This design comes from an exercise in tuning for small area, a short achievable clock period and few clock cycles per item on the open sky130 flow, not from production work.
Only simulation tests tie the RTL to the original design; equivalence was not proved.
Power figures rest on the tool's default switching activity, not on a simulated workload.

### flow/flow/run.sh
#!/bin/bash
# The standard layout (standard.sh) with two changes to the ORFS run:
#  - timing repair aims at a larger setup slack (SETUP_SLACK_MARGIN), so the
#    layout is sped up beyond the 10 ns clock it must meet;
#  - the port buffers are buf_2 cells rather than the delay-cell buffer that
#    buffer_ports picks by default (every port still gets its own buffer).
# The make output goes to make_flow.log; ORFS keeps each tool's log under orfs/logs.
set -euo pipefail
MARGIN=${MARGIN:-6.5}
PORTBUF=${PORTBUF:-sky130_fd_sc_hd__buf_2}
sed "s/\"\\\${@:-finish}\"/SETUP_SLACK_MARGIN=$MARGIN 'BUFFER_PORTS_ARGS=-buffer_cell $PORTBUF' \"\${@:-finish}\"/" standard.sh > flow/standard_own.sh
grep -q "SETUP_SLACK_MARGIN=$MARGIN" flow/standard_own.sh
bash flow/standard_own.sh > make_flow.log 2>&1
### flow/flow/standard_own.sh
#!/bin/bash
# The standard flow's own layout of this design, on the ORFS make targets given (by default finish). After
# finish it leaves the final layout's DEF at /design/flow/out/final.def.
set -euo pipefail
make -C /OpenROAD-flow-scripts/flow DESIGN_CONFIG=/design/flow/config.mk WORK_HOME=/design/flow/orfs CLKGATE_MAP_FILE= SYNTH_SCRIPT=/design/flow/synth_recipe.tcl CAP_MARGIN=20 CORE_MARGIN=2 CORE_UTILIZATION=40 SLEW_MARGIN=20 SYNTH_HIERARCHICAL=1 SETUP_SLACK_MARGIN=6.5 'BUFFER_PORTS_ARGS=-buffer_cell sky130_fd_sc_hd__buf_2' "${@:-finish}"
if [[ -f /design/flow/orfs/results/sky130hd/elastic_alu/base/6_final.odb ]]; then
  : # left out here: write the final layout as DEF
fi
### flow/standard.sh
#!/bin/bash
# synth_recipe.tcl (not shown) runs the flow's synth.tcl, then flattens the netlist and writes it again
# the make line also repeats each setting of config.mk as NAME=value (left out here)
make -C /OpenROAD-flow-scripts/flow DESIGN_CONFIG=/design/flow/config.mk WORK_HOME=/design/flow/orfs CLKGATE_MAP_FILE= SYNTH_SCRIPT=/design/flow/synth_recipe.tcl "${@:-finish}"
### flow/config.mk
export PLATFORM = sky130hd
export DESIGN_NAME = elastic_alu
export DESIGN_NICKNAME = elastic_alu
export VERILOG_FILES = /design/flow/design.v
export SDC_FILE = /design/flow/constraint.sdc
export NUM_CORES = 4
export LEC_CHECK = 0
export CAP_MARGIN = 20
export CORE_MARGIN = 2
export CORE_UTILIZATION = 40
export SLEW_MARGIN = 20
export SYNTH_HIERARCHICAL = 1
### flow/constraint.sdc
create_clock -name core_clock -period 10.0 [get_ports {clk}]
set_input_delay 2.0000 -clock core_clock [delete_from_list [all_inputs] [get_ports {clk}]]
set_output_delay 2.0000 -clock core_clock [all_outputs]
set_load 0.01 [all_outputs]
### flow/design.v
`timescale 1ns/1ps
package alu_pkg;
	localparam int DATA_W = 32;
	typedef logic [DATA_W-1:0] word_t;
	localparam int SHAMT_W = 5;
	typedef logic [SHAMT_W-1:0] shamt_t;
	typedef enum logic [3:0] {
		OP_ADD  = 4'd0,
		OP_SUB  = 4'd1,
		OP_MUL  = 4'd2,
		OP_AND  = 4'd3,
		OP_OR   = 4'd4,
		OP_XOR  = 4'd5,
		OP_SHL  = 4'd6,
		OP_LSHR = 4'd7,
		OP_ASHR = 4'd8,
		OP_EQ   = 4'd9,
		OP_NE   = 4'd10,
		OP_ULT  = 4'd11,
		OP_ULE  = 4'd12,
		OP_SLT  = 4'd13,
		OP_SLE  = 4'd14
	} alu_op_t;
	localparam int MUL_STAGES_DEF = 4;
endpackage
`timescale 1ns/1ps
module elastic_alu (
	input logic clk,
	input logic rst,
	input logic [31:0] lhs,
	input logic [3:0] lhs_op,
	input logic lhs_valid,
	output logic lhs_ready,
	input logic [31:0] rhs,
	input logic rhs_valid,
	output logic rhs_ready,
	output logic [31:0] result,
	output logic result_valid,
	input logic result_ready
);
	logic lv, rv, fire, adv;
	logic [31:0] a_l, a_r;
	logic [3:0] a_op;
	logic lbusy, rbusy, lv_n, rv_n, sv_n;
	assign fire = lv & rv & adv;
	assign lhs_ready = ~lbusy;
	assign rhs_ready = ~rbusy;
	logic l_en, r_en;
	assign l_en = ~lv | fire;
	assign r_en = ~rv | fire;
	assign lv_n = l_en ? lhs_valid : lv;
	assign rv_n = r_en ? rhs_valid : rv;
	always_ff @(posedge clk or posedge rst) begin
		if (rst) begin
			lv <= 1'b0;
			rv <= 1'b0;
			lbusy <= 1'b0;
			rbusy <= 1'b0;
		end else begin
			lv <= lv_n;
			rv <= rv_n;
			lbusy <= lv_n & ~(rv_n & ~sv_n);
			rbusy <= rv_n & ~(lv_n & ~sv_n);
		end
	end
	always_ff @(posedge clk) begin
		if (l_en) begin
			a_l <= lhs;
			a_op <= lhs_op;
		end
		if (r_en) begin
			a_r <= rhs;
		end
	end
	logic o_mul, o_sh, o_one, o_addr, o_subr, o_and, o_or, o_xor, o_cin, o_sgn, o_rt, o_s;
	logic [31:0] e_l, e_ad, fill;
	logic [15:0] e_one, e_two, e_neg;
	logic [32:0] rr;
	logic e_x0, eq, lt, e_cmp;
	logic [31:0] cl, cr;
	always_comb begin
		o_mul = (a_op == 4'd2);
		o_sh = (a_op == 4'd6) | (a_op == 4'd7) | (a_op == 4'd8);
		o_rt = (a_op == 4'd7) | (a_op == 4'd8);
		o_s = (a_op == 4'd8) & a_l[31];
		o_addr = (a_op == 4'd0);
		o_subr = (a_op == 4'd1);
		o_one = o_addr | o_subr;
		o_and = (a_op == 4'd3);
		o_or = (a_op == 4'd4);
		o_xor = (a_op == 4'd5);
		o_cin = (a_op == 4'd1);
		o_sgn = (a_op == 4'd13) | (a_op == 4'd14);
		for (int i = 0; i < 32; i++) begin
			e_l[i] = o_rt ? a_l[31 - i] : a_l[i];
		end
		rr = {a_r, 1'b0};
		for (int j = 0; j < 16; j++) begin
			e_one[j] = (o_mul & (rr[2*j+1] ^ rr[2*j])) | (o_sh & (a_r[4:1] == j) & ~a_r[0]) | ((j == 0) & o_one);
			e_two[j] = (o_mul & ((rr[2*j+2] & ~rr[2*j+1] & ~rr[2*j]) | (~rr[2*j+2] & rr[2*j+1] & rr[2*j]))) |
				(o_sh & (a_r[4:1] == j) & a_r[0]);
			e_neg[j] = o_mul & rr[2*j+2];
		end
		e_x0 = o_mul ? e_neg[0] : o_cin;
		for (int i = 0; i < 32; i++) begin
			fill[i] = o_s & (i < a_r[4:0]);
		end
		e_ad = ({32{o_addr}} & a_r) | ({32{o_subr}} & ~a_r) | ({32{o_and}} & (a_l & a_r)) |
			({32{o_or}} & (a_l | a_r)) | ({32{o_xor}} & (a_l ^ a_r)) | fill;
		eq = (a_l == a_r);
		cl = {a_l[31] ^ o_sgn, a_l[30:0]};
		cr = {a_r[31] ^ o_sgn, a_r[30:0]};
		lt = (cl < cr);
		case (a_op)
			4'd9: e_cmp = eq;
			4'd10: e_cmp = ~eq;
			4'd11, 4'd13: e_cmp = lt;
			4'd12, 4'd14: e_cmp = lt | eq;
			default: e_cmp = 1'b0;
		endcase
	end
	logic cv;
	logic [31:0] c_l, ad;
	logic [15:0] one, two, neg;
	logic x0;
	logic c_sn, c_sr, c_fe;
	always_ff @(posedge clk or posedge rst) begin
		if (rst) begin
			cv <= 1'b0;
		end else if (adv) begin
			cv <= fire;
		end
	end
	always_ff @(posedge clk) begin
		if (adv) begin
			c_l <= e_l;
			ad <= e_ad;
			one <= e_one;
			two <= e_two;
			neg <= e_neg;
			x0 <= e_x0;
			c_sn <= ~o_rt;
			c_sr <= o_rt;
			c_fe <= e_cmp;
		end
	end
	logic [31:0] pp0, pp1, pp2, pp3, pp4, pp5, pp6, pp7, pp8, pp9, pp10, pp11, pp12, pp13, pp14, pp15;
	logic [32:0] ll;
	assign ll = {c_l, 1'b0};
	always_comb begin
		for (int i = 0; i < 32; i++) begin
			pp0[i] = ((one[0] & ll[i+1]) | (two[0] & ll[i])) ^ neg[0];
			pp1[i] = ((one[1] & ll[i+1]) | (two[1] & ll[i])) ^ neg[1];
			pp2[i] = ((one[2] & ll[i+1]) | (two[2] & ll[i])) ^ neg[2];
			pp3[i] = ((one[3] & ll[i+1]) | (two[3] & ll[i])) ^ neg[3];
			pp4[i] = ((one[4] & ll[i+1]) | (two[4] & ll[i])) ^ neg[4];
			pp5[i] = ((one[5] & ll[i+1]) | (two[5] & ll[i])) ^ neg[5];
			pp6[i] = ((one[6] & ll[i+1]) | (two[6] & ll[i])) ^ neg[6];
			pp7[i] = ((one[7] & ll[i+1]) | (two[7] & ll[i])) ^ neg[7];
			pp8[i] = ((one[8] & ll[i+1]) | (two[8] & ll[i])) ^ neg[8];
			pp9[i] = ((one[9] & ll[i+1]) | (two[9] & ll[i])) ^ neg[9];
			pp10[i] = ((one[10] & ll[i+1]) | (two[10] & ll[i])) ^ neg[10];
			pp11[i] = ((one[11] & ll[i+1]) | (two[11] & ll[i])) ^ neg[11];
			pp12[i] = ((one[12] & ll[i+1]) | (two[12] & ll[i])) ^ neg[12];
			pp13[i] = ((one[13] & ll[i+1]) | (two[13] & ll[i])) ^ neg[13];
			pp14[i] = ((one[14] & ll[i+1]) | (two[14] & ll[i])) ^ neg[14];
			pp15[i] = ((one[15] & ll[i+1]) | (two[15] & ll[i])) ^ neg[15];
		end
	end
	logic [31:0] tx, ty, sum;
	logic t1, t2, t3, t4, t5, t6, t7, t8, t9, t10, t11, t12, t13, t14, t15, t16, t17, t18, t19, t20, t21, t22, t23, t24, t25, t26, t27, t28, t29, t30, t31, t32, t33, t34, t35, t36, t37, t38, t39, t40, t41, t42, t43, t44, t45, t46, t47, t48, t49, t50, t51, t52, t53, t54, t55, t56, t57, t58, t59, t60, t61, t62, t63, t64, t65, t66, t67, t68, t69, t70, t71, t72, t73, t74, t75, t76, t77, t78, t79, t80, t81, t82, t83, t84, t85, t86, t87, t88, t89, t90, t91, t92, t93, t94, t95, t96, t97, t98, t99, t100, t101, t102, t103, t104, t105, t106, t107, t108, t109, t110, t111, t112, t113, t114, t115, t116, t117, t118, t119, t120, t121, t122, t123, t124, t125, t126, t127, t128, t129, t130, t131, t132, t133, t134, t135, t136, t137, t138, t139, t140, t141, t142, t143, t144, t145, t146, t147, t148, t149, t150, t151, t152, t153, t154, t155, t156, t157, t158, t159, t160, t161, t162, t163, t164, t165, t166, t167, t168, t169, t170, t171, t172, t173, t174, t175, t176, t177, t178, t179, t180, t181, t182, t183, t184, t185, t186, t187, t188, t189, t190, t191, t192, t193, t194, t195, t196, t197, t198, t199, t200, t201, t202, t203, t204, t205, t206, t207, t208, t209, t210, t211, t212, t213, t214, t215, t216, t217, t218, t219, t220, t221, t222, t223, t224, t225, t226, t227, t228, t229, t230, t231, t232, t233, t234, t235, t236, t237, t238, t239, t240, t241, t242, t243, t244, t245, t246, t247, t248, t249, t250, t251, t252, t253, t254, t255, t256, t257, t258, t259, t260, t261, t262, t263, t264, t265, t266, t267, t268, t269, t270, t271, t272, t273, t274, t275, t276, t277, t278, t279, t280, t281, t282, t283, t284, t285, t286, t287, t288, t289, t290, t291, t292, t293, t294, t295, t296, t297, t298, t299, t300, t301, t302, t303, t304, t305, t306, t307, t308, t309, t310, t311, t312, t313, t314, t315, t316, t317, t318, t319, t320, t321, t322, t323, t324, t325, t326, t327, t328, t329, t330, t331, t332, t333, t334, t335, t336, t337, t338, t339, t340, t341, t342, t343, t344, t345, t346, t347, t348, t349, t350, t351, t352, t353, t354, t355, t356, t357, t358, t359, t360, t361, t362, t363, t364, t365, t366, t367, t368, t369, t370, t371, t372, t373, t374, t375, t376, t377, t378, t379, t380, t381, t382, t383, t384, t385, t386, t387, t388, t389, t390, t391, t392, t393, t394, t395, t396, t397, t398, t399, t400, t401, t402, t403, t404, t405, t406, t407, t408, t409, t410, t411, t412, t413, t414, t415, t416, t417, t418, t419, t420, t421, t422, t423, t424, t425, t426, t427, t428, t429, t430, t431, t432, t433, t434, t435, t436, t437, t438, t439, t440, t441, t442, t443, t444, t445, t446, t447, t448, t449, t450, t451, t452, t453, t454, t455, t456, t457, t458, t459, t460, t461, t462, t463, t464, t465, t466, t467, t468, t469, t470, t471, t472, t473, t474, t475, t476, t477, t478, t479, t480, t481, t482, t483, t484, t485, t486, t487, t488, t489, t490, t491, t492, t493, t494, t495, t496, t497, t498, t499, t500, t501, t502, t503, t504, t505, t506, t507, t508, t509, t510, t511, t512, t513, t514, t515, t516, t517, t518, t519, t520, t521;
	csa_ha t1_h (.a(neg[11]), .b(ad[22]), .s(t1), .co(t2));
	csa_ha t3_h (.a(ad[23]), .b(pp0[23]), .s(t3), .co(t4));
	csa_fa t5_f (.a(neg[12]), .b(ad[24]), .c(pp0[24]), .s(t5), .co(t6));
	csa_ha t7_h (.a(pp10[4]), .b(pp11[2]), .s(t7), .co(t8));
	csa_fa t9_f (.a(ad[25]), .b(pp0[25]), .c(pp10[5]), .s(t9), .co(t10));
	csa_ha t11_h (.a(pp11[3]), .b(pp12[1]), .s(t11), .co(t12));
	csa_fa t13_f (.a(neg[13]), .b(ad[26]), .c(pp0[26]), .s(t13), .co(t14));
	csa_fa t15_f (.a(pp10[6]), .b(pp11[4]), .c(pp12[2]), .s(t15), .co(t16));
	csa_ha t17_h (.a(pp13[0]), .b(pp1[24]), .s(t17), .co(t18));
	csa_fa t19_f (.a(ad[27]), .b(pp0[27]), .c(pp10[7]), .s(t19), .co(t20));
	csa_fa t21_f (.a(pp11[5]), .b(pp12[3]), .c(pp13[1]), .s(t21), .co(t22));
	csa_ha t23_h (.a(pp1[25]), .b(pp2[23]), .s(t23), .co(t24));
	csa_fa t25_f (.a(neg[14]), .b(ad[28]), .c(pp0[28]), .s(t25), .co(t26));
	csa_fa t27_f (.a(pp10[8]), .b(pp11[6]), .c(pp12[4]), .s(t27), .co(t28));
	csa_fa t29_f (.a(pp13[2]), .b(pp14[0]), .c(pp1[26]), .s(t29), .co(t30));
	csa_ha t31_h (.a(pp2[24]), .b(pp3[22]), .s(t31), .co(t32));
	csa_fa t33_f (.a(ad[29]), .b(pp0[29]), .c(pp10[9]), .s(t33), .co(t34));
	csa_fa t35_f (.a(pp11[7]), .b(pp12[5]), .c(pp13[3]), .s(t35), .co(t36));
	csa_fa t37_f (.a(pp14[1]), .b(pp1[27]), .c(pp2[25]), .s(t37), .co(t38));
	csa_ha t39_h (.a(pp3[23]), .b(pp4[21]), .s(t39), .co(t40));
	csa_fa t41_f (.a(neg[15]), .b(ad[30]), .c(pp0[30]), .s(t41), .co(t42));
	csa_fa t43_f (.a(pp10[10]), .b(pp11[8]), .c(pp12[6]), .s(t43), .co(t44));
	csa_fa t45_f (.a(pp13[4]), .b(pp14[2]), .c(pp15[0]), .s(t45), .co(t46));
	csa_fa t47_f (.a(pp1[28]), .b(pp2[26]), .c(pp3[24]), .s(t47), .co(t48));
	csa_ha t49_h (.a(pp4[22]), .b(pp5[20]), .s(t49), .co(t50));
	csa_x2 t52_x (.a(ad[31]), .b(pp0[31]), .y(t52));
	csa_x2 t51_x (.a(t52), .b(pp10[11]), .y(t51));
	csa_x2 t54_x (.a(pp11[9]), .b(pp12[7]), .y(t54));
	csa_x2 t53_x (.a(t54), .b(pp13[5]), .y(t53));
	csa_x2 t56_x (.a(pp14[3]), .b(pp15[1]), .y(t56));
	csa_x2 t55_x (.a(t56), .b(pp1[29]), .y(t55));
	csa_x2 t58_x (.a(pp2[27]), .b(pp3[25]), .y(t58));
	csa_x2 t57_x (.a(t58), .b(pp4[23]), .y(t57));
	csa_x2 t59_x (.a(pp5[21]), .b(pp6[19]), .y(t59));
	csa_ha t60_h (.a(neg[7]), .b(ad[14]), .s(t60), .co(t61));
	csa_ha t62_h (.a(ad[15]), .b(pp0[15]), .s(t62), .co(t63));
	csa_fa t64_f (.a(neg[8]), .b(ad[16]), .c(pp0[16]), .s(t64), .co(t65));
	csa_ha t66_h (.a(pp1[14]), .b(pp2[12]), .s(t66), .co(t67));
	csa_fa t68_f (.a(ad[17]), .b(pp0[17]), .c(pp1[15]), .s(t68), .co(t69));
	csa_ha t70_h (.a(pp2[13]), .b(pp3[11]), .s(t70), .co(t71));
	csa_fa t72_f (.a(neg[9]), .b(ad[18]), .c(pp0[18]), .s(t72), .co(t73));
	csa_fa t74_f (.a(pp1[16]), .b(pp2[14]), .c(pp3[12]), .s(t74), .co(t75));
	csa_ha t76_h (.a(pp4[10]), .b(pp5[8]), .s(t76), .co(t77));
	csa_fa t78_f (.a(ad[19]), .b(pp0[19]), .c(pp1[17]), .s(t78), .co(t79));
	csa_fa t80_f (.a(pp2[15]), .b(pp3[13]), .c(pp4[11]), .s(t80), .co(t81));
	csa_ha t82_h (.a(pp5[9]), .b(pp6[7]), .s(t82), .co(t83));
	csa_fa t84_f (.a(neg[10]), .b(ad[20]), .c(pp0[20]), .s(t84), .co(t85));
	csa_fa t86_f (.a(pp10[0]), .b(pp1[18]), .c(pp2[16]), .s(t86), .co(t87));
	csa_fa t88_f (.a(pp3[14]), .b(pp4[12]), .c(pp5[10]), .s(t88), .co(t89));
	csa_ha t90_h (.a(pp6[8]), .b(pp7[6]), .s(t90), .co(t91));
	csa_fa t92_f (.a(ad[21]), .b(pp0[21]), .c(pp10[1]), .s(t92), .co(t93));
	csa_fa t94_f (.a(pp1[19]), .b(pp2[17]), .c(pp3[15]), .s(t94), .co(t95));
	csa_fa t96_f (.a(pp4[13]), .b(pp5[11]), .c(pp6[9]), .s(t96), .co(t97));
	csa_ha t98_h (.a(pp7[7]), .b(pp8[5]), .s(t98), .co(t99));
	csa_fa t100_f (.a(pp0[22]), .b(pp10[2]), .c(pp11[0]), .s(t100), .co(t101));
	csa_fa t102_f (.a(pp1[20]), .b(pp2[18]), .c(pp3[16]), .s(t102), .co(t103));
	csa_fa t104_f (.a(pp4[14]), .b(pp5[12]), .c(pp6[10]), .s(t104), .co(t105));
	csa_fa t106_f (.a(pp7[8]), .b(pp8[6]), .c(pp9[4]), .s(t106), .co(t107));
	csa_fa t108_f (.a(pp10[3]), .b(pp11[1]), .c(pp1[21]), .s(t108), .co(t109));
	csa_fa t110_f (.a(pp2[19]), .b(pp3[17]), .c(pp4[15]), .s(t110), .co(t111));
	csa_fa t112_f (.a(pp5[13]), .b(pp6[11]), .c(pp7[9]), .s(t112), .co(t113));
	csa_fa t114_f (.a(pp8[7]), .b(pp9[5]), .c(t2), .s(t114), .co(t115));
	csa_fa t116_f (.a(pp12[0]), .b(pp1[22]), .c(pp2[20]), .s(t116), .co(t117));
	csa_fa t118_f (.a(pp3[18]), .b(pp4[16]), .c(pp5[14]), .s(t118), .co(t119));
	csa_fa t120_f (.a(pp6[12]), .b(pp7[10]), .c(pp8[8]), .s(t120), .co(t121));
	csa_fa t122_f (.a(pp9[6]), .b(t4), .c(t7), .s(t122), .co(t123));
	csa_fa t124_f (.a(pp1[23]), .b(pp2[21]), .c(pp3[19]), .s(t124), .co(t125));
	csa_fa t126_f (.a(pp4[17]), .b(pp5[15]), .c(pp6[13]), .s(t126), .co(t127));
	csa_fa t128_f (.a(pp7[11]), .b(pp8[9]), .c(pp9[7]), .s(t128), .co(t129));
	csa_fa t130_f (.a(t8), .b(t11), .c(t6), .s(t130), .co(t131));
	csa_fa t132_f (.a(pp2[22]), .b(pp3[20]), .c(pp4[18]), .s(t132), .co(t133));
	csa_fa t134_f (.a(pp5[16]), .b(pp6[14]), .c(pp7[12]), .s(t134), .co(t135));
	csa_fa t136_f (.a(pp8[10]), .b(pp9[8]), .c(t12), .s(t136), .co(t137));
	csa_fa t138_f (.a(t17), .b(t10), .c(t13), .s(t138), .co(t139));
	csa_fa t140_f (.a(pp3[21]), .b(pp4[19]), .c(pp5[17]), .s(t140), .co(t141));
	csa_fa t142_f (.a(pp6[15]), .b(pp7[13]), .c(pp8[11]), .s(t142), .co(t143));
	csa_fa t144_f (.a(pp9[9]), .b(t18), .c(t23), .s(t144), .co(t145));
	csa_fa t146_f (.a(t14), .b(t16), .c(t19), .s(t146), .co(t147));
	csa_fa t148_f (.a(pp4[20]), .b(pp5[18]), .c(pp6[16]), .s(t148), .co(t149));
	csa_fa t150_f (.a(pp7[14]), .b(pp8[12]), .c(pp9[10]), .s(t150), .co(t151));
	csa_fa t152_f (.a(t24), .b(t31), .c(t20), .s(t152), .co(t153));
	csa_fa t154_f (.a(t22), .b(t25), .c(t27), .s(t154), .co(t155));
	csa_fa t156_f (.a(pp5[19]), .b(pp6[17]), .c(pp7[15]), .s(t156), .co(t157));
	csa_fa t158_f (.a(pp8[13]), .b(pp9[11]), .c(t32), .s(t158), .co(t159));
	csa_fa t160_f (.a(t39), .b(t26), .c(t28), .s(t160), .co(t161));
	csa_fa t162_f (.a(t30), .b(t33), .c(t35), .s(t162), .co(t163));
	csa_fa t164_f (.a(pp6[18]), .b(pp7[16]), .c(pp8[14]), .s(t164), .co(t165));
	csa_fa t166_f (.a(pp9[12]), .b(t40), .c(t49), .s(t166), .co(t167));
	csa_fa t168_f (.a(t34), .b(t36), .c(t38), .s(t168), .co(t169));
	csa_fa t170_f (.a(t41), .b(t43), .c(t45), .s(t170), .co(t171));
	csa_x2 t173_x (.a(pp7[17]), .b(pp8[15]), .y(t173));
	csa_x2 t172_x (.a(t173), .b(pp9[13]), .y(t172));
	csa_x2 t175_x (.a(t50), .b(t59), .y(t175));
	csa_x2 t174_x (.a(t175), .b(t42), .y(t174));
	csa_x2 t177_x (.a(t44), .b(t46), .y(t177));
	csa_x2 t176_x (.a(t177), .b(t48), .y(t176));
	csa_x2 t179_x (.a(t51), .b(t53), .y(t179));
	csa_x2 t178_x (.a(t179), .b(t55), .y(t178));
	csa_ha t180_h (.a(neg[4]), .b(ad[8]), .s(t180), .co(t181));
	csa_ha t182_h (.a(ad[9]), .b(pp0[9]), .s(t182), .co(t183));
	csa_fa t184_f (.a(neg[5]), .b(ad[10]), .c(pp0[10]), .s(t184), .co(t185));
	csa_ha t186_h (.a(pp1[8]), .b(pp2[6]), .s(t186), .co(t187));
	csa_fa t188_f (.a(ad[11]), .b(pp0[11]), .c(pp1[9]), .s(t188), .co(t189));
	csa_ha t190_h (.a(pp2[7]), .b(pp3[5]), .s(t190), .co(t191));
	csa_fa t192_f (.a(neg[6]), .b(ad[12]), .c(pp0[12]), .s(t192), .co(t193));
	csa_fa t194_f (.a(pp1[10]), .b(pp2[8]), .c(pp3[6]), .s(t194), .co(t195));
	csa_ha t196_h (.a(pp4[4]), .b(pp5[2]), .s(t196), .co(t197));
	csa_fa t198_f (.a(ad[13]), .b(pp0[13]), .c(pp1[11]), .s(t198), .co(t199));
	csa_fa t200_f (.a(pp2[9]), .b(pp3[7]), .c(pp4[5]), .s(t200), .co(t201));
	csa_ha t202_h (.a(pp5[3]), .b(pp6[1]), .s(t202), .co(t203));
	csa_fa t204_f (.a(pp0[14]), .b(pp1[12]), .c(pp2[10]), .s(t204), .co(t205));
	csa_fa t206_f (.a(pp3[8]), .b(pp4[6]), .c(pp5[4]), .s(t206), .co(t207));
	csa_fa t208_f (.a(pp6[2]), .b(pp7[0]), .c(t60), .s(t208), .co(t209));
	csa_fa t210_f (.a(pp1[13]), .b(pp2[11]), .c(pp3[9]), .s(t210), .co(t211));
	csa_fa t212_f (.a(pp4[7]), .b(pp5[5]), .c(pp6[3]), .s(t212), .co(t213));
	csa_fa t214_f (.a(pp7[1]), .b(t61), .c(t62), .s(t214), .co(t215));
	csa_fa t216_f (.a(pp3[10]), .b(pp4[8]), .c(pp5[6]), .s(t216), .co(t217));
	csa_fa t218_f (.a(pp6[4]), .b(pp7[2]), .c(pp8[0]), .s(t218), .co(t219));
	csa_fa t220_f (.a(t63), .b(t66), .c(t64), .s(t220), .co(t221));
	csa_fa t222_f (.a(pp4[9]), .b(pp5[7]), .c(pp6[5]), .s(t222), .co(t223));
	csa_fa t224_f (.a(pp7[3]), .b(pp8[1]), .c(t67), .s(t224), .co(t225));
	csa_fa t226_f (.a(t70), .b(t65), .c(t68), .s(t226), .co(t227));
	csa_fa t228_f (.a(pp6[6]), .b(pp7[4]), .c(pp8[2]), .s(t228), .co(t229));
	csa_fa t230_f (.a(pp9[0]), .b(t71), .c(t76), .s(t230), .co(t231));
	csa_fa t232_f (.a(t69), .b(t72), .c(t74), .s(t232), .co(t233));
	csa_fa t234_f (.a(pp7[5]), .b(pp8[3]), .c(pp9[1]), .s(t234), .co(t235));
	csa_fa t236_f (.a(t77), .b(t82), .c(t73), .s(t236), .co(t237));
	csa_fa t238_f (.a(t75), .b(t78), .c(t80), .s(t238), .co(t239));
	csa_fa t240_f (.a(pp8[4]), .b(pp9[2]), .c(t83), .s(t240), .co(t241));
	csa_fa t242_f (.a(t90), .b(t79), .c(t81), .s(t242), .co(t243));
	csa_fa t244_f (.a(t84), .b(t86), .c(t88), .s(t244), .co(t245));
	csa_fa t246_f (.a(pp9[3]), .b(t91), .c(t98), .s(t246), .co(t247));
	csa_fa t248_f (.a(t85), .b(t87), .c(t89), .s(t248), .co(t249));
	csa_fa t250_f (.a(t92), .b(t94), .c(t96), .s(t250), .co(t251));
	csa_fa t252_f (.a(t1), .b(t99), .c(t93), .s(t252), .co(t253));
	csa_fa t254_f (.a(t95), .b(t97), .c(t100), .s(t254), .co(t255));
	csa_fa t256_f (.a(t102), .b(t104), .c(t106), .s(t256), .co(t257));
	csa_fa t258_f (.a(t3), .b(t101), .c(t103), .s(t258), .co(t259));
	csa_fa t260_f (.a(t105), .b(t107), .c(t108), .s(t260), .co(t261));
	csa_fa t262_f (.a(t110), .b(t112), .c(t114), .s(t262), .co(t263));
	csa_x2 t265_x (.a(t109), .b(t111), .y(t265));
	csa_x2 t264_x (.a(t265), .b(t113), .y(t264));
	csa_mj t266_m (.a(t109), .b(t111), .c(t113), .y(t266));
	csa_x2 t268_x (.a(t115), .b(t116), .y(t268));
	csa_x2 t267_x (.a(t268), .b(t118), .y(t267));
	csa_mj t269_m (.a(t115), .b(t116), .c(t118), .y(t269));
	csa_x2 t271_x (.a(t120), .b(t5), .y(t271));
	csa_x2 t270_x (.a(t271), .b(t122), .y(t270));
	csa_mj t272_m (.a(t120), .b(t5), .c(t122), .y(t272));
	csa_x2 t274_x (.a(t117), .b(t119), .y(t274));
	csa_x2 t273_x (.a(t274), .b(t121), .y(t273));
	csa_mj t275_m (.a(t117), .b(t119), .c(t121), .y(t275));
	csa_x2 t277_x (.a(t124), .b(t126), .y(t277));
	csa_x2 t276_x (.a(t277), .b(t128), .y(t276));
	csa_mj t278_m (.a(t124), .b(t126), .c(t128), .y(t278));
	csa_x2 t280_x (.a(t9), .b(t123), .y(t280));
	csa_x2 t279_x (.a(t280), .b(t130), .y(t279));
	csa_mj t281_m (.a(t9), .b(t123), .c(t130), .y(t281));
	csa_x2 t283_x (.a(t125), .b(t127), .y(t283));
	csa_x2 t282_x (.a(t283), .b(t129), .y(t282));
	csa_mj t284_m (.a(t125), .b(t127), .c(t129), .y(t284));
	csa_x2 t286_x (.a(t132), .b(t134), .y(t286));
	csa_x2 t285_x (.a(t286), .b(t15), .y(t285));
	csa_mj t287_m (.a(t132), .b(t134), .c(t15), .y(t287));
	csa_x2 t289_x (.a(t136), .b(t131), .y(t289));
	csa_x2 t288_x (.a(t289), .b(t138), .y(t288));
	csa_mj t290_m (.a(t136), .b(t131), .c(t138), .y(t290));
	csa_x2 t292_x (.a(t133), .b(t135), .y(t292));
	csa_x2 t291_x (.a(t292), .b(t140), .y(t291));
	csa_mj t293_m (.a(t133), .b(t135), .c(t140), .y(t293));
	csa_x2 t295_x (.a(t142), .b(t21), .y(t295));
	csa_x2 t294_x (.a(t295), .b(t137), .y(t294));
	csa_mj t296_m (.a(t142), .b(t21), .c(t137), .y(t296));
	csa_x2 t298_x (.a(t144), .b(t139), .y(t298));
	csa_x2 t297_x (.a(t298), .b(t146), .y(t297));
	csa_mj t299_m (.a(t144), .b(t139), .c(t146), .y(t299));
	csa_x2 t301_x (.a(t141), .b(t143), .y(t301));
	csa_x2 t300_x (.a(t301), .b(t148), .y(t300));
	csa_mj t302_m (.a(t141), .b(t143), .c(t148), .y(t302));
	csa_x2 t304_x (.a(t150), .b(t29), .y(t304));
	csa_x2 t303_x (.a(t304), .b(t145), .y(t303));
	csa_mj t305_m (.a(t150), .b(t29), .c(t145), .y(t305));
	csa_x2 t307_x (.a(t147), .b(t152), .y(t307));
	csa_x2 t306_x (.a(t307), .b(t154), .y(t306));
	csa_mj t308_m (.a(t147), .b(t152), .c(t154), .y(t308));
	csa_x2 t310_x (.a(t149), .b(t151), .y(t310));
	csa_x2 t309_x (.a(t310), .b(t156), .y(t309));
	csa_mj t311_m (.a(t149), .b(t151), .c(t156), .y(t311));
	csa_x2 t313_x (.a(t37), .b(t158), .y(t313));
	csa_x2 t312_x (.a(t313), .b(t153), .y(t312));
	csa_mj t314_m (.a(t37), .b(t158), .c(t153), .y(t314));
	csa_x2 t316_x (.a(t155), .b(t160), .y(t316));
	csa_x2 t315_x (.a(t316), .b(t162), .y(t315));
	csa_mj t317_m (.a(t155), .b(t160), .c(t162), .y(t317));
	csa_x2 t319_x (.a(t157), .b(t164), .y(t319));
	csa_x2 t318_x (.a(t319), .b(t47), .y(t318));
	csa_mj t320_m (.a(t157), .b(t164), .c(t47), .y(t320));
	csa_x2 t322_x (.a(t159), .b(t166), .y(t322));
	csa_x2 t321_x (.a(t322), .b(t161), .y(t321));
	csa_mj t323_m (.a(t159), .b(t166), .c(t161), .y(t323));
	csa_x2 t325_x (.a(t163), .b(t168), .y(t325));
	csa_x2 t324_x (.a(t325), .b(t170), .y(t324));
	csa_mj t326_m (.a(t163), .b(t168), .c(t170), .y(t326));
	csa_x2 t328_x (.a(t165), .b(t172), .y(t328));
	csa_x2 t327_x (.a(t328), .b(t57), .y(t327));
	csa_x2 t330_x (.a(t167), .b(t174), .y(t330));
	csa_x2 t329_x (.a(t330), .b(t169), .y(t329));
	csa_x2 t332_x (.a(t176), .b(t178), .y(t332));
	csa_x2 t331_x (.a(t332), .b(t171), .y(t331));
	csa_ha t333_h (.a(neg[2]), .b(ad[4]), .s(t333), .co(t334));
	csa_ha t335_h (.a(ad[5]), .b(pp0[5]), .s(t335), .co(t336));
	csa_fa t337_f (.a(neg[3]), .b(ad[6]), .c(pp0[6]), .s(t337), .co(t338));
	csa_ha t339_h (.a(pp1[4]), .b(pp2[2]), .s(t339), .co(t340));
	csa_fa t341_f (.a(ad[7]), .b(pp0[7]), .c(pp1[5]), .s(t341), .co(t342));
	csa_ha t343_h (.a(pp2[3]), .b(pp3[1]), .s(t343), .co(t344));
	csa_fa t345_f (.a(pp0[8]), .b(pp1[6]), .c(pp2[4]), .s(t345), .co(t346));
	csa_fa t347_f (.a(pp3[2]), .b(pp4[0]), .c(t180), .s(t347), .co(t348));
	csa_fa t349_f (.a(pp1[7]), .b(pp2[5]), .c(pp3[3]), .s(t349), .co(t350));
	csa_fa t351_f (.a(pp4[1]), .b(t181), .c(t182), .s(t351), .co(t352));
	csa_fa t353_f (.a(pp3[4]), .b(pp4[2]), .c(pp5[0]), .s(t353), .co(t354));
	csa_fa t355_f (.a(t183), .b(t186), .c(t184), .s(t355), .co(t356));
	csa_fa t357_f (.a(pp4[3]), .b(pp5[1]), .c(t187), .s(t357), .co(t358));
	csa_fa t359_f (.a(t190), .b(t185), .c(t188), .s(t359), .co(t360));
	csa_fa t361_f (.a(pp6[0]), .b(t191), .c(t196), .s(t361), .co(t362));
	csa_fa t363_f (.a(t189), .b(t192), .c(t194), .s(t363), .co(t364));
	csa_fa t365_f (.a(t197), .b(t202), .c(t193), .s(t365), .co(t366));
	csa_fa t367_f (.a(t195), .b(t198), .c(t200), .s(t367), .co(t368));
	csa_fa t369_f (.a(t203), .b(t199), .c(t201), .s(t369), .co(t370));
	csa_fa t371_f (.a(t204), .b(t206), .c(t208), .s(t371), .co(t372));
	csa_fa t373_f (.a(t205), .b(t207), .c(t210), .s(t373), .co(t374));
	csa_fa t375_f (.a(t212), .b(t209), .c(t214), .s(t375), .co(t376));
	csa_fa t377_f (.a(t211), .b(t213), .c(t216), .s(t377), .co(t378));
	csa_fa t379_f (.a(t218), .b(t215), .c(t220), .s(t379), .co(t380));
	csa_fa t381_f (.a(t217), .b(t219), .c(t222), .s(t381), .co(t382));
	csa_fa t383_f (.a(t224), .b(t221), .c(t226), .s(t383), .co(t384));
	csa_fa t385_f (.a(t223), .b(t228), .c(t225), .s(t385), .co(t386));
	csa_fa t387_f (.a(t230), .b(t227), .c(t232), .s(t387), .co(t388));
	csa_fa t389_f (.a(t229), .b(t234), .c(t231), .s(t389), .co(t390));
	csa_fa t391_f (.a(t233), .b(t236), .c(t238), .s(t391), .co(t392));
	csa_fa t393_f (.a(t235), .b(t240), .c(t237), .s(t393), .co(t394));
	csa_fa t395_f (.a(t239), .b(t242), .c(t244), .s(t395), .co(t396));
	csa_fa t397_f (.a(t241), .b(t246), .c(t243), .s(t397), .co(t398));
	csa_fa t399_f (.a(t245), .b(t248), .c(t250), .s(t399), .co(t400));
	csa_fa t401_f (.a(t247), .b(t249), .c(t251), .s(t401), .co(t402));
	csa_fa t403_f (.a(t252), .b(t254), .c(t256), .s(t403), .co(t404));
	csa_fa t405_f (.a(t253), .b(t255), .c(t257), .s(t405), .co(t406));
	csa_fa t407_f (.a(t258), .b(t260), .c(t262), .s(t407), .co(t408));
	csa_x2 t410_x (.a(t259), .b(t264), .y(t410));
	csa_x2 t409_x (.a(t410), .b(t261), .y(t409));
	csa_mj t411_m (.a(t259), .b(t264), .c(t261), .y(t411));
	csa_x2 t413_x (.a(t267), .b(t263), .y(t413));
	csa_x2 t412_x (.a(t413), .b(t270), .y(t412));
	csa_mj t414_m (.a(t267), .b(t263), .c(t270), .y(t414));
	csa_x2 t416_x (.a(t266), .b(t273), .y(t416));
	csa_x2 t415_x (.a(t416), .b(t269), .y(t415));
	csa_mj t417_m (.a(t266), .b(t273), .c(t269), .y(t417));
	csa_x2 t419_x (.a(t276), .b(t279), .y(t419));
	csa_x2 t418_x (.a(t419), .b(t272), .y(t418));
	csa_mj t420_m (.a(t276), .b(t279), .c(t272), .y(t420));
	csa_x2 t422_x (.a(t275), .b(t282), .y(t422));
	csa_x2 t421_x (.a(t422), .b(t278), .y(t421));
	csa_mj t423_m (.a(t275), .b(t282), .c(t278), .y(t423));
	csa_x2 t425_x (.a(t285), .b(t288), .y(t425));
	csa_x2 t424_x (.a(t425), .b(t281), .y(t424));
	csa_mj t426_m (.a(t285), .b(t288), .c(t281), .y(t426));
	csa_x2 t428_x (.a(t284), .b(t291), .y(t428));
	csa_x2 t427_x (.a(t428), .b(t287), .y(t427));
	csa_mj t429_m (.a(t284), .b(t291), .c(t287), .y(t429));
	csa_x2 t431_x (.a(t294), .b(t297), .y(t431));
	csa_x2 t430_x (.a(t431), .b(t290), .y(t430));
	csa_mj t432_m (.a(t294), .b(t297), .c(t290), .y(t432));
	csa_x2 t434_x (.a(t300), .b(t293), .y(t434));
	csa_x2 t433_x (.a(t434), .b(t303), .y(t433));
	csa_mj t435_m (.a(t300), .b(t293), .c(t303), .y(t435));
	csa_x2 t437_x (.a(t296), .b(t306), .y(t437));
	csa_x2 t436_x (.a(t437), .b(t299), .y(t436));
	csa_mj t438_m (.a(t296), .b(t306), .c(t299), .y(t438));
	csa_x2 t440_x (.a(t309), .b(t302), .y(t440));
	csa_x2 t439_x (.a(t440), .b(t305), .y(t439));
	csa_mj t441_m (.a(t309), .b(t302), .c(t305), .y(t441));
	csa_x2 t443_x (.a(t312), .b(t315), .y(t443));
	csa_x2 t442_x (.a(t443), .b(t308), .y(t442));
	csa_mj t444_m (.a(t312), .b(t315), .c(t308), .y(t444));
	csa_x2 t446_x (.a(t311), .b(t318), .y(t446));
	csa_x2 t445_x (.a(t446), .b(t314), .y(t445));
	csa_mj t447_m (.a(t311), .b(t318), .c(t314), .y(t447));
	csa_x2 t449_x (.a(t321), .b(t324), .y(t449));
	csa_x2 t448_x (.a(t449), .b(t317), .y(t448));
	csa_mj t450_m (.a(t321), .b(t324), .c(t317), .y(t450));
	csa_x2 t452_x (.a(t320), .b(t327), .y(t452));
	csa_x2 t451_x (.a(t452), .b(t329), .y(t451));
	csa_x2 t454_x (.a(t323), .b(t331), .y(t454));
	csa_x2 t453_x (.a(t454), .b(t326), .y(t453));
	csa_ha t455_h (.a(neg[1]), .b(ad[2]), .s(t455), .co(t456));
	csa_ha t457_h (.a(ad[3]), .b(pp0[3]), .s(t457), .co(t458));
	csa_fa t459_f (.a(pp0[4]), .b(pp1[2]), .c(pp2[0]), .s(t459), .co(t460));
	csa_fa t461_f (.a(pp1[3]), .b(pp2[1]), .c(t334), .s(t461), .co(t462));
	csa_fa t463_f (.a(pp3[0]), .b(t336), .c(t339), .s(t463), .co(t464));
	csa_fa t465_f (.a(t340), .b(t343), .c(t338), .s(t465), .co(t466));
	csa_fa t467_f (.a(t344), .b(t342), .c(t345), .s(t467), .co(t468));
	csa_fa t469_f (.a(t346), .b(t349), .c(t348), .s(t469), .co(t470));
	csa_fa t471_f (.a(t350), .b(t353), .c(t352), .s(t471), .co(t472));
	csa_fa t473_f (.a(t354), .b(t357), .c(t356), .s(t473), .co(t474));
	csa_fa t475_f (.a(t358), .b(t361), .c(t360), .s(t475), .co(t476));
	csa_fa t477_f (.a(t362), .b(t364), .c(t365), .s(t477), .co(t478));
	csa_fa t479_f (.a(t366), .b(t368), .c(t369), .s(t479), .co(t480));
	csa_fa t481_f (.a(t370), .b(t373), .c(t372), .s(t481), .co(t482));
	csa_fa t483_f (.a(t374), .b(t377), .c(t376), .s(t483), .co(t484));
	csa_fa t485_f (.a(t378), .b(t381), .c(t380), .s(t485), .co(t486));
	csa_fa t487_f (.a(t382), .b(t385), .c(t384), .s(t487), .co(t488));
	csa_fa t489_f (.a(t386), .b(t389), .c(t388), .s(t489), .co(t490));
	csa_fa t491_f (.a(t390), .b(t393), .c(t392), .s(t491), .co(t492));
	csa_fa t493_f (.a(t394), .b(t397), .c(t396), .s(t493), .co(t494));
	csa_fa t495_f (.a(t398), .b(t401), .c(t400), .s(t495), .co(t496));
	csa_fa t497_f (.a(t402), .b(t405), .c(t404), .s(t497), .co(t498));
	csa_x2 t500_x (.a(t409), .b(t406), .y(t500));
	csa_x2 t499_x (.a(t500), .b(t412), .y(t499));
	csa_mj t501_m (.a(t409), .b(t406), .c(t412), .y(t501));
	csa_x2 t503_x (.a(t411), .b(t415), .y(t503));
	csa_x2 t502_x (.a(t503), .b(t414), .y(t502));
	csa_mj t504_m (.a(t411), .b(t415), .c(t414), .y(t504));
	csa_x2 t506_x (.a(t417), .b(t421), .y(t506));
	csa_x2 t505_x (.a(t506), .b(t420), .y(t505));
	csa_mj t507_m (.a(t417), .b(t421), .c(t420), .y(t507));
	csa_x2 t509_x (.a(t423), .b(t427), .y(t509));
	csa_x2 t508_x (.a(t509), .b(t426), .y(t508));
	csa_mj t510_m (.a(t423), .b(t427), .c(t426), .y(t510));
	csa_x2 t512_x (.a(t429), .b(t433), .y(t512));
	csa_x2 t511_x (.a(t512), .b(t432), .y(t511));
	csa_mj t513_m (.a(t429), .b(t433), .c(t432), .y(t513));
	csa_x2 t515_x (.a(t435), .b(t439), .y(t515));
	csa_x2 t514_x (.a(t515), .b(t438), .y(t514));
	csa_mj t516_m (.a(t435), .b(t439), .c(t438), .y(t516));
	csa_x2 t518_x (.a(t445), .b(t441), .y(t518));
	csa_x2 t517_x (.a(t518), .b(t444), .y(t517));
	csa_mj t519_m (.a(t445), .b(t441), .c(t444), .y(t519));
	csa_x2 t521_x (.a(t451), .b(t447), .y(t521));
	csa_x2 t520_x (.a(t521), .b(t450), .y(t520));
	logic q0_0, q0_1, q0_2, q1_0, q1_1, q2_0, q2_1, q2_2, q3_0, q3_1, q3_2, q4_0, q4_1, q4_2, q5_0, q5_1, q5_2, q6_0, q6_1, q6_2, q7_0, q7_1, q7_2, q8_0, q8_1, q8_2, q9_0, q9_1, q9_2, q10_0, q10_1, q10_2, q11_0, q11_1, q11_2, q12_0, q12_1, q12_2, q13_0, q13_1, q13_2, q14_0, q14_1, q14_2, q15_0, q15_1, q15_2, q16_0, q16_1, q16_2, q17_0, q17_1, q17_2, q18_0, q18_1, q18_2, q19_0, q19_1, q19_2, q20_0, q20_1, q20_2, q21_0, q21_1, q21_2, q22_0, q22_1, q22_2, q23_0, q23_1, q23_2, q24_0, q24_1, q24_2, q25_0, q25_1, q25_2, q26_0, q26_1, q26_2, q27_0, q27_1, q27_2, q28_0, q28_1, q28_2, q29_0, q29_1, q29_2, q30_0, q30_1, q30_2, q31_0, q31_1, q31_2;
	always_ff @(posedge clk) begin
		if (adv) begin
			q0_0 <= ad[0];
			q0_1 <= x0;
			q0_2 <= pp0[0];
			q1_0 <= ad[1];
			q1_1 <= pp0[1];
			q2_0 <= t455;
			q2_1 <= pp0[2];
			q2_2 <= pp1[0];
			q3_0 <= t457;
			q3_1 <= pp1[1];
			q3_2 <= t456;
			q4_0 <= t459;
			q4_1 <= t333;
			q4_2 <= t458;
			q5_0 <= t461;
			q5_1 <= t335;
			q5_2 <= t460;
			q6_0 <= t463;
			q6_1 <= t337;
			q6_2 <= t462;
			q7_0 <= t465;
			q7_1 <= t341;
			q7_2 <= t464;
			q8_0 <= t467;
			q8_1 <= t347;
			q8_2 <= t466;
			q9_0 <= t469;
			q9_1 <= t351;
			q9_2 <= t468;
			q10_0 <= t471;
			q10_1 <= t355;
			q10_2 <= t470;
			q11_0 <= t473;
			q11_1 <= t359;
			q11_2 <= t472;
			q12_0 <= t475;
			q12_1 <= t363;
			q12_2 <= t474;
			q13_0 <= t477;
			q13_1 <= t367;
			q13_2 <= t476;
			q14_0 <= t479;
			q14_1 <= t371;
			q14_2 <= t478;
			q15_0 <= t481;
			q15_1 <= t375;
			q15_2 <= t480;
			q16_0 <= t483;
			q16_1 <= t379;
			q16_2 <= t482;
			q17_0 <= t485;
			q17_1 <= t383;
			q17_2 <= t484;
			q18_0 <= t487;
			q18_1 <= t387;
			q18_2 <= t486;
			q19_0 <= t489;
			q19_1 <= t391;
			q19_2 <= t488;
			q20_0 <= t491;
			q20_1 <= t395;
			q20_2 <= t490;
			q21_0 <= t493;
			q21_1 <= t399;
			q21_2 <= t492;
			q22_0 <= t495;
			q22_1 <= t403;
			q22_2 <= t494;
			q23_0 <= t497;
			q23_1 <= t407;
			q23_2 <= t496;
			q24_0 <= t499;
			q24_1 <= t408;
			q24_2 <= t498;
			q25_0 <= t502;
			q25_1 <= t418;
			q25_2 <= t501;
			q26_0 <= t505;
			q26_1 <= t424;
			q26_2 <= t504;
			q27_0 <= t508;
			q27_1 <= t430;
			q27_2 <= t507;
			q28_0 <= t511;
			q28_1 <= t436;
			q28_2 <= t510;
			q29_0 <= t514;
			q29_1 <= t442;
			q29_2 <= t513;
			q30_0 <= t517;
			q30_1 <= t448;
			q30_2 <= t516;
			q31_0 <= t520;
			q31_1 <= t453;
			q31_2 <= t519;
		end
	end
	logic u1, u2, u3, u4, u5, u6, u7, u8, u9, u10, u11, u12, u13, u14, u15, u16, u17, u18, u19, u20, u21, u22, u23, u24, u25, u26, u27, u28, u29, u30, u31, u32, u33, u34, u35, u36, u37, u38, u39, u40, u41, u42, u43, u44, u45, u46, u47, u48, u49, u50, u51, u52, u53, u54, u55, u56, u57, u58, u59, u60, u61, u62, u63, u64, u65, u66, u67, u68, u69, u70, u71;
	csa_ha u1_h (.a(q0_0), .b(q0_1), .s(u1), .co(u2));
	csa_ha u3_h (.a(q1_0), .b(q1_1), .s(u3), .co(u4));
	csa_fa u5_f (.a(q2_0), .b(q2_1), .c(q2_2), .s(u5), .co(u6));
	csa_fa u7_f (.a(q3_0), .b(q3_1), .c(q3_2), .s(u7), .co(u8));
	csa_fa u9_f (.a(q4_0), .b(q4_1), .c(q4_2), .s(u9), .co(u10));
	csa_fa u11_f (.a(q5_0), .b(q5_1), .c(q5_2), .s(u11), .co(u12));
	csa_fa u13_f (.a(q6_0), .b(q6_1), .c(q6_2), .s(u13), .co(u14));
	csa_fa u15_f (.a(q7_0), .b(q7_1), .c(q7_2), .s(u15), .co(u16));
	csa_fa u17_f (.a(q8_0), .b(q8_1), .c(q8_2), .s(u17), .co(u18));
	csa_fa u19_f (.a(q9_0), .b(q9_1), .c(q9_2), .s(u19), .co(u20));
	csa_fa u21_f (.a(q10_0), .b(q10_1), .c(q10_2), .s(u21), .co(u22));
	csa_fa u23_f (.a(q11_0), .b(q11_1), .c(q11_2), .s(u23), .co(u24));
	csa_fa u25_f (.a(q12_0), .b(q12_1), .c(q12_2), .s(u25), .co(u26));
	csa_fa u27_f (.a(q13_0), .b(q13_1), .c(q13_2), .s(u27), .co(u28));
	csa_fa u29_f (.a(q14_0), .b(q14_1), .c(q14_2), .s(u29), .co(u30));
	csa_fa u31_f (.a(q15_0), .b(q15_1), .c(q15_2), .s(u31), .co(u32));
	csa_fa u33_f (.a(q16_0), .b(q16_1), .c(q16_2), .s(u33), .co(u34));
	csa_fa u35_f (.a(q17_0), .b(q17_1), .c(q17_2), .s(u35), .co(u36));
	csa_fa u37_f (.a(q18_0), .b(q18_1), .c(q18_2), .s(u37), .co(u38));
	csa_fa u39_f (.a(q19_0), .b(q19_1), .c(q19_2), .s(u39), .co(u40));
	csa_fa u41_f (.a(q20_0), .b(q20_1), .c(q20_2), .s(u41), .co(u42));
	csa_fa u43_f (.a(q21_0), .b(q21_1), .c(q21_2), .s(u43), .co(u44));
	csa_fa u45_f (.a(q22_0), .b(q22_1), .c(q22_2), .s(u45), .co(u46));
	csa_fa u47_f (.a(q23_0), .b(q23_1), .c(q23_2), .s(u47), .co(u48));
	csa_x2 u50_x (.a(q24_0), .b(q24_1), .y(u50));
	csa_x2 u49_x (.a(u50), .b(q24_2), .y(u49));
	csa_mj u51_m (.a(q24_0), .b(q24_1), .c(q24_2), .y(u51));
	csa_x2 u53_x (.a(q25_0), .b(q25_1), .y(u53));
	csa_x2 u52_x (.a(u53), .b(q25_2), .y(u52));
	csa_mj u54_m (.a(q25_0), .b(q25_1), .c(q25_2), .y(u54));
	csa_x2 u56_x (.a(q26_0), .b(q26_1), .y(u56));
	csa_x2 u55_x (.a(u56), .b(q26_2), .y(u55));
	csa_mj u57_m (.a(q26_0), .b(q26_1), .c(q26_2), .y(u57));
	csa_x2 u59_x (.a(q27_0), .b(q27_1), .y(u59));
	csa_x2 u58_x (.a(u59), .b(q27_2), .y(u58));
	csa_mj u60_m (.a(q27_0), .b(q27_1), .c(q27_2), .y(u60));
	csa_x2 u62_x (.a(q28_0), .b(q28_1), .y(u62));
	csa_x2 u61_x (.a(u62), .b(q28_2), .y(u61));
	csa_mj u63_m (.a(q28_0), .b(q28_1), .c(q28_2), .y(u63));
	csa_x2 u65_x (.a(q29_0), .b(q29_1), .y(u65));
	csa_x2 u64_x (.a(u65), .b(q29_2), .y(u64));
	csa_mj u66_m (.a(q29_0), .b(q29_1), .c(q29_2), .y(u66));
	csa_x2 u68_x (.a(q30_0), .b(q30_1), .y(u68));
	csa_x2 u67_x (.a(u68), .b(q30_2), .y(u67));
	csa_mj u69_m (.a(q30_0), .b(q30_1), .c(q30_2), .y(u69));
	csa_x2 u71_x (.a(q31_0), .b(q31_1), .y(u71));
	csa_x2 u70_x (.a(u71), .b(q31_2), .y(u70));
	assign tx = {u70, u67, u64, u61, u58, u55, u52, u49, u47, u45, u43, u41, u39, u37, u35, u33, u31, u29, u27, u25, u23, u21, u19, u17, u15, u13, u11, u9, u7, u5, u3, u1};
	assign ty = {u69, u66, u63, u60, u57, u54, u51, u48, u46, u44, u42, u40, u38, u36, u34, u32, u30, u28, u26, u24, u22, u20, u18, u16, u14, u12, u10, u8, u6, u4, u2, q0_2};
	assign sum = tx + ty;
	logic bv;
	logic b_sn, b_sr, b_fe;
	always_ff @(posedge clk or posedge rst) begin
		if (rst) begin
			bv <= 1'b0;
		end else if (adv) begin
			bv <= cv;
		end
	end
	always_ff @(posedge clk) begin
		if (adv) begin
			b_sn <= c_sn;
			b_sr <= c_sr;
			b_fe <= c_fe;
		end
	end
	logic [31:0] res;
	always_comb begin
		for (int i = 0; i < 32; i++) begin
			res[i] = (b_sn & sum[i]) | (b_sr & sum[31 - i]);
		end
		res[0] = res[0] | b_fe;
	end
	logic ov, sv, take;
	logic [31:0] o_d, s_d;
	assign adv = ~sv;
	assign take = ov & result_ready;
	assign result_valid = ov;
	assign result = o_d;
	logic ov_n;
	always_comb begin
		ov_n = ov;
		sv_n = sv;
		if (sv) begin
			if (take) sv_n = 1'b0;
		end else if (bv) begin
			if (ov & ~take) sv_n = 1'b1;
			else ov_n = 1'b1;
		end else if (take) begin
			ov_n = 1'b0;
		end
	end
	always_ff @(posedge clk or posedge rst) begin
		if (rst) begin
			ov <= 1'b0;
			sv <= 1'b0;
		end else begin
			ov <= ov_n;
			sv <= sv_n;
		end
	end
	logic k_s, k_n, k_r;
	logic [31:0] o_n;
	assign k_s = sv;
	assign k_n = ~sv & b_sn;
	assign k_r = ~sv & b_sr;
	always_comb begin
		for (int i = 0; i < 32; i++) begin
			o_n[i] = (k_s & s_d[i]) | (k_n & sum[i]) | (k_r & sum[31 - i]);
		end
		o_n[0] = o_n[0] | (~sv & b_fe);
	end
	always_ff @(posedge clk) begin
		if (~sv) s_d <= res;
		if ((sv & take) | (~sv & bv & (~ov | take))) o_d <= o_n;
	end
endmodule
module csa_fa (
	input logic a,
	input logic b,
	input logic c,
	output logic s,
	output logic co
);
	assign s = a ^ b ^ c;
	assign co = (a & b) | (a & c) | (b & c);
endmodule
module csa_ha (
	input logic a,
	input logic b,
	output logic s,
	output logic co
);
	assign s = a ^ b;
	assign co = a & b;
endmodule
module csa_x2 (
	input logic a,
	input logic b,
	output logic y
);
	assign y = a ^ b;
endmodule
module csa_mj (
	input logic a,
	input logic b,
	input logic c,
	output logic y
);
	assign y = (a & b) | (a & c) | (b & c);
endmodule
==> summary.txt, run 1 <==
Global route
  – Largest net degree at the start of global routing: 125
  – First-pass GRT wire length: 134000 um
  – Overflow after GRT: 0
  – Initial antenna violation count: 2
  – Global Route Usage Sum: 24.2%
  – Vias in the first global route: 21103

Die
  – CORE AREA: 69800 um2
  – Starting Density: 40.3%
  – Top Ports: 108
  – Die area: 72500 um2
  – Die Span Y: 269 um
  – # rows: 97
  – Chip width: 269 um

Min path
  – HP Class: register to register

CTS
  – Clock latency on the worst-skew pair: 580 ps
  – CTS max path bufs: 3
  – Clock transition at path regs: 60 ps
  – H-tree depth: 2
  – Clk root buf: clkbuf_16
  – CTS Sinks: 354
  – CTS tree: built
  – Num CTS Buffers: 43

Synthesis
  – Synth Net Count: 2951
  – YS warnings: 7
  – Top FF cell, synth: edfxtp_1
  – Async SR Flop Fraction: 2.26%
  – Avg Synthesized Cell Area: 11.1 um2
  – Yosys cell types: 58
  – Area of the mapped netlist: 28100 um2
  – FF+latch count, synth: 354
  – Sequential area share after synthesis: 37.6%
  – EDFF count, synth: 346
  – Synth Instances: 2534

STA
  – Hold Fails Final Rpt: 0
  – Max Clk Rate: 292 MHz
  – Final slew viol count: 0
  – RSZ-0062 raised after global routing: false
  – Slew of the pin with the lowest slew margin: 949 ps
  – Worst hold margin: 419 ps
  – Minimum clock period: 3430 ps
  – Clock skew: 27.7 ps
  – Final Setup Violations: 0
  – Tcrit/Tclk final: 34.3%
  – Setup TNS: 0 ps
  – Slew headroom: 36.8%

Placement
  – Detail Placement HPWL: 63000 um
  – Port Buf Inserts: 107
  – Routability cong.: 0.949

Cells and area
  – # nets final: 3008
  – Proportion of layout cells with a drive suffix above 1: 14.7%
  – Synthesis-to-finish area growth: 12.6%

Worst setup path
  – Crit Path Max Fanout: 5
  – CP arrival: 3780 ps
  – Critical path class: register to register
  – Required time worst endpoint: 10350 ps
  – Worst Setup End Kind: register
  – CP Launch Type: register

Power and ir drop
  – Leak Pwr: 12.1 nW
  – Pwr Density: 98.1 nW/um2
  – VDD IR max: 119 uV

Outcome
  – Outcome: no timing/DRC/antenna violations

Detailed routing
  – Routed WL per cell: 25.2 um
  – Vias/cell: 5.86
  – # DRC: 0
  – 1st-iter DRT viols: 2496
  – Final WL: 89700 um
  – DRT Pass-1 Iters: 6
  – DR vias: 20872
  – Antenna violation net count after detailed routing: 0

Job
  – Total of max-cap violations: 0
==> registers in the layout, summed over array words and instances (netlist names), 4 cells and up <==
| signal | flops |
|---|---|
| one | 16 |
| s_d | 32 |
| c_l | 32 |
| a_l | 32 |
| neg | 16 |
| a_r | 32 |
| o_d | 32 |
| ad | 32 |
| two | 16 |
| a_op | 4 |
==> Yosys cell counts (38+ instances only) <==
master	instances	area, um2
edfxtp_1	346	10400
xnor2_1	287	2510
a22oi_1	271	2030
fa_1	177	3540
clkbuf_1	173	649
ha_1	167	2090
nand2_1	163	612
xor2_1	148	1300
o21ai_0	110	551
inv_1	94	353
a21oi_1	89	445
nor2_1	84	315
maj3_2	49	552
nand3_1	38	190
==> placed cells by master, fill, tap and decap left out, types with 93 or more instances in the layout <==
cell type / count
ha_1: 162
o21ai_0: 106
xor2_1: 148
a22oi_1: 271
xnor2_1: 285
inv_1: 93
buf_2: 107
nand2_1: 163
edfxtp_1: 346
fa_1: 177
==> path summary, 6_finish.rpt <==
path | to | depth (start not counted) | slack, ps | startpoint
min in group asynchronous | sv$_DFF_PP0_ | 2 | 1360 | rst
min | b_sr$_DFFE_PN_ | 0 | 420 | c_sr$_DFFE_PN_
min reg2reg | b_sr$_DFFE_PN_ | 0 | 420 | c_sr$_DFFE_PN_
max reg2reg | o_d[0]$_DFFE_PP_ | 9 | 6570 | q5_0$_DFFE_PN_
max in group asynchronous | lv$_DFF_PP0_ | 2 | 8400 | rst
max | o_d[0]$_DFFE_PP_ | 9 | 6570 | q5_0$_DFFE_PN_
==> Yosys stat by module, one instance, submodules excluded <==
module | cell area [um2] | flip-flops and latches
elastic_alu | 22500 | 354
csa_ha | 12.5 | 0
csa_mj | 11.3 | 0
csa_fa | 20.0 | 0
csa_x2 | 8.76 | 0
==> cells by family (layout without fill, tap and decap cells) <==
family | Yosys count | count (layout) | share of synthesized area [%]
muxes | 13 | 13 | 0.520
AOI/OAI and AO/OA | 658 | 658 | 16.3
xor gates and xnor gates | 435 | 435 | 13.5
and+or+nand+nor | 379 | 379 | 5.99
buffers and inverters | 302 | 389 | 4.03
other | 0 | 1 | 0
adders and majority gates | 393 | 393 | 22.0
DFF | 354 | 354 | 37.6
==> stage by stage <==
| stage | setup slack (ps) | total power [mW] | area (um2) | util [%] | instances |
|---|---|---|---|---|---|
| 2_1_floorplan | 6500 | 1.64 | 28100 | - | 2534 |
| 3_3_place_gp | 6410 | 1.65 | 29500 | 42.2 | 3421 |
| 3_5_place_dp | 6400 | 1.65 | 29500 | 42.2 | 3421 |
| 4_1_cts | 6490 | 3.14 | 31100 | 44.5 | 3524 |
| 5_1_grt | 6480 | 3.20 | 31700 | 45.4 | 3561 |
| 6_report | 6570 | 3.11 | 31700 | 45.4 | 3562 |
==> repair_timing <==
item                                    4_1_cts  5_1_grt
endpoints found under the setup margin       19       73
hold buffers                                  0        0
setup buffers                                28       37
resized for setup                             4       41
pin swaps                                     0       12
==> layout make-up <==
type | instances | area [um2]
clock inverter | 23 | 191
tap | 940 | 1180
inverter | 94 | 360
multi-input combinational | 1878 | 16600
sequential | 354 | 10600
fill | 6447 | 38100
clock buffer | 52 | 1130
antenna | 1 | 2.50
timing repair buffer | 220 | 1570
==> metal layers <==
metal / global-route usage [%] / share of wire [%] / wire [um] / vias to the layer above
met5: 0 / 0 / 0 / -
met4: 10.3 / 4.3 / 3860 / 0
met3: 4.52 / 7.6 / 6800 / 227
met2: 39.3 / 47 / 42300 / 1073
met1: 31.8 / 41 / 36700 / 10273
li1: - / - / - / 9299
==> report_power, final <==
group | switching, mW | internal (mW) | leakage, nW
Sequential | 0 | 1.61 | 3.07
Clock | 0.625 | 0.858 | 0.642
Combinational | 0.00414 | 0.00964 | 8.37
Total | 0.629 | 2.48 | 12.1
==> critical path: stages, from the launching register on <==
cell and delay, ps:
edfxtp_1 390, fa_1 570, ha_4 340, o211ai_1 120, a21o_1 230, or3_1 340, a2111o_1 510, a21oi_2 260
nor3_1 120, o31ai_1 320
Testbench counts, summed over its fixed seeds: cycles 16,032, items 16,000.
==> inputs of run 2 (changes only) <==
==> flow/flow/standard_own.sh (replaced) <==
#!/bin/bash
# The standard flow's own layout of this design, on the ORFS make targets given (by default finish). After
# finish it leaves the final layout's DEF at /design/flow/out/final.def.
set -euo pipefail
make -C /OpenROAD-flow-scripts/flow DESIGN_CONFIG=/design/flow/config.mk WORK_HOME=/design/flow/orfs CLKGATE_MAP_FILE= SYNTH_SCRIPT=/design/flow/synth_recipe.tcl CAP_MARGIN=20 CORE_MARGIN=2 CORE_UTILIZATION=40 'CTS_BUF_LIST=sky130_fd_sc_hd__clkbuf_8 sky130_fd_sc_hd__clkbuf_4' SLEW_MARGIN=20 SYNTH_HIERARCHICAL=1 SETUP_SLACK_MARGIN=6.5 'BUFFER_PORTS_ARGS=-buffer_cell sky130_fd_sc_hd__buf_2' "${@:-finish}"
if [[ -f /design/flow/orfs/results/sky130hd/elastic_alu/base/6_final.odb ]]; then
  : # left out here: write the final layout as DEF
fi
--- a/flow/config.mk
+++ b/flow/config.mk
@@ -8,5 +8,6 @@
 export CAP_MARGIN = 20
 export CORE_MARGIN = 2
 export CORE_UTILIZATION = 40
+export CTS_BUF_LIST = sky130_fd_sc_hd__clkbuf_8 sky130_fd_sc_hd__clkbuf_4
 export SLEW_MARGIN = 20
 export SYNTH_HIERARCHICAL = 1
==> summary.txt, run 2 <==
Outcome
  – Outcome: no timing/DRC/antenna violations

Placement
  – Placed Cells: 3421
  – Port Buf Inserts: 107

Worst setup path
  – Required time worst endpoint: 10440 ps
  – Crit Path Max Fanout: 5
  – Critical path class: register to register
  – Reg2reg path depth: 9
  – CP arrival: 3900 ps

Power and ir drop
  – Sw power: 672 uW
  – Combinational share of power: 0.5%
  – Pwr Density: 95.7 nW/um2
  – Seq pwr share: 53.0%
  – VDD IR max: 134 uV

STA
  – Clock skew: 36.6 ps
  – Max Clk Rate: 289 MHz
  – Slew of the pin with the lowest slew margin: 953 ps
  – Tcrit/Tclk final: 34.6%
  – Slew headroom: 36.5%
  – Minimum clock period: 3460 ps

Synthesis
  – Simple-gate share of the synthesized area: 5.99%
  – Area of the mapped netlist: 28100 um2
  – XOR/XNOR Fraction of Synth Area: 13.5%
  – FF+latch count, synth: 354
  – Largest family of logic cells by synthesized area: adder cells
  – YS warnings: 7
  – Top cell type's share of synthesized area: 36.9%
  – Adder-cell share of the synthesized area: 22.0%
  – Avg Synthesized Cell Area: 11.1 um2
  – Top FF cell, synth: edfxtp_1

Global route
  – Global Route Usage Sum: 24.5%
  – Largest net degree at the start of global routing: 125
  – Overflow after GRT: 0

Cells and area
  – Synthesis-to-finish area growth: 12.6%
  – Commonest non-fill, non-tap cell in the layout: edfxtp_1
  – # nets final: 3037
  – Most frequent cells in the layout: edfxtp_1, xnor2_1, a22oi_1, fa_1, nand2_1

Min path
  – Hold Path End: b_sr$_DFFE_PN_
  – HP Class: register to register

Die
  – Chip width: 269 um
  – Die Span Y: 269 um
  – Starting Density: 40.3%

CTS
  – Num CTS Buffers: 68
  – CTS Sinks: 354

Detailed routing
  – # DRC: 0
  – Antenna violation net count after detailed routing: 0
  – DRT Pass-1 Iters: 6
  – Vias/cell: 5.84
  – Final WL: 90700 um

Job
  – Total of max-cap violations: 0
run 2: cell counts after synthesis:
No cell type changed its count.
run 2: worst max-delay path, stage by stage, from the launching register on:
cell and delay (ps):
edfxtp_1 400, fa_1 540, ha_4 330, o21ai_1 80, o211a_1 250, or3_1 380
a2111o_1 510, a21oi_2 260, nor3_1 110, o31ai_1 340
run 2: metrics by stage:
| stage | util, % | power, mW | setup slack (ps) | area (um2) | hold WS [ps] |
|---|---|---|---|---|---|
| CTS | 44.5 | 3.08 | 6490 | 31000 | 425 |
| floorplan | - | 1.64 | 6500 | 28100 | 400 |
| finish | 45.4 | 3.03 | 6540 | 31700 | 427 |
| global placement | 42.2 | 1.65 | 6410 | 29500 | 404 |
| detailed placement | 42.2 | 1.65 | 6400 | 29500 | 406 |
| global route | 45.4 | 3.14 | 6470 | 31700 | 440 |
run 2: worst max-delay path by stage:
stage	start	end	slack (ps)
2_1_floorplan	neg[2]$_DFFE_PN_	q23_0$_DFFE_PN_	6500
3_3_place_gp	c_l[10]$_DFFE_PN_	q23_0$_DFFE_PN_	6410
3_5_place_dp	q2_0$_DFFE_PN_	o_d[8]$_DFFE_PP_	6400
4_1_cts	q2_0$_DFFE_PN_	o_d[8]$_DFFE_PP_	6490
5_1_grt	c_l[19]$_DFFE_PN_	q22_0$_DFFE_PN_	6470
6_report	q2_2$_DFFE_PN_	o_d[0]$_DFFE_PP_	6540
run 2: cells by family after synthesis:
group / after synthesis
AO/OA/AOI/OAI: 658
flip-flops: 354
multiplexers: 13
buffers and inverters: 302
XOR/XNOR: 435
adder cells (fa/ha/maj): 393
AND/OR/NAND/NOR: 379
run 2: power groups by stage:
stage / sequential (mW) / clock (mW) / combinational (mW)
CTS: 1.61 / 1.45 / 0.0142
finish: 1.61 / 1.41 / 0.0139
global route: 1.61 / 1.52 / 0.0160
global placement: 1.64 / 0 / 0.0134
floorplan: 1.64 / 0 / 0.000525
detailed placement: 1.64 / 0 / 0.0141
run 2: layout make-up:
type	count	area [um2]
Clock inverter	41	278
Clock buffer	80	1030
Inverter	94	360
Fill cell	6489	38100
Sequential cell	354	10600
Timing Repair Buffer	224	1620
Multi-Input combinational cell	1878	16600
Antenna cell	1	2.50
Tap cell	940	1180
run 2: what timing repair did:
action,4_1_cts,5_1_grt
hold buffers,0,0
setup endpoints to repair,18,72
setup buffers,28,41
resized for setup,4,41
pin swaps,0,11
run 2: Yosys stat by module, one instance, submodules excluded:
| module | flops+latches | copies in the design | cells | area, um2 |
|---|---|---|---|---|
| elastic_alu | 354 | 1 | 2149 | 22500 |
| csa_fa | 0 | 176 | 1 | 20.0 |
| csa_ha | 0 | 31 | 1 | 12.5 |
| csa_mj | 0 | 49 | 1 | 11.3 |
| csa_x2 | 0 | 129 | 1 | 8.76 |
run 2: routing by layer:
layer	vias to the layer above	GRT usage [%]	part of all wire (%)
li1	9361	-	-
met1	10329	31.9	41
met2	1143	39.5	47
met3	251	4.76	7.8
met4	0	11.5	4.4
met5	-	0	0

==> re-timing with driven ports <==
No port has a modelled driver above. Below, the same layouts with a new extraction and two added sets of constraints.
Step 1 (the two cells are an assumption about what drives the block):
set clk [get_ports {clk}]
set_driving_cell -lib_cell sky130_fd_sc_hd__clkbuf_16 $clk
set_driving_cell -lib_cell sky130_fd_sc_hd__buf_2 [delete_from_list [all_inputs] $clk]
Step 2 moves the port delays by t, midway between the first and last clock arrival at a register: inputs arrive t later, outputs are due t later. That takes back most of the time a late clock gives input paths.
Slacks: ideal ports / drivers / drivers and shift; pairs: ideal ports / drivers.
run | t (ns) | setup slack, ns | clock arrival spread, ns
run 1 | 0.631 | 6.573 / 6.573 / 6.573 | 0.028 / 0.028
run 2 | 0.715 | 6.545 / 6.545 / 6.545 | 0.037 / 0.038
After both steps every run listed still meets setup and hold.
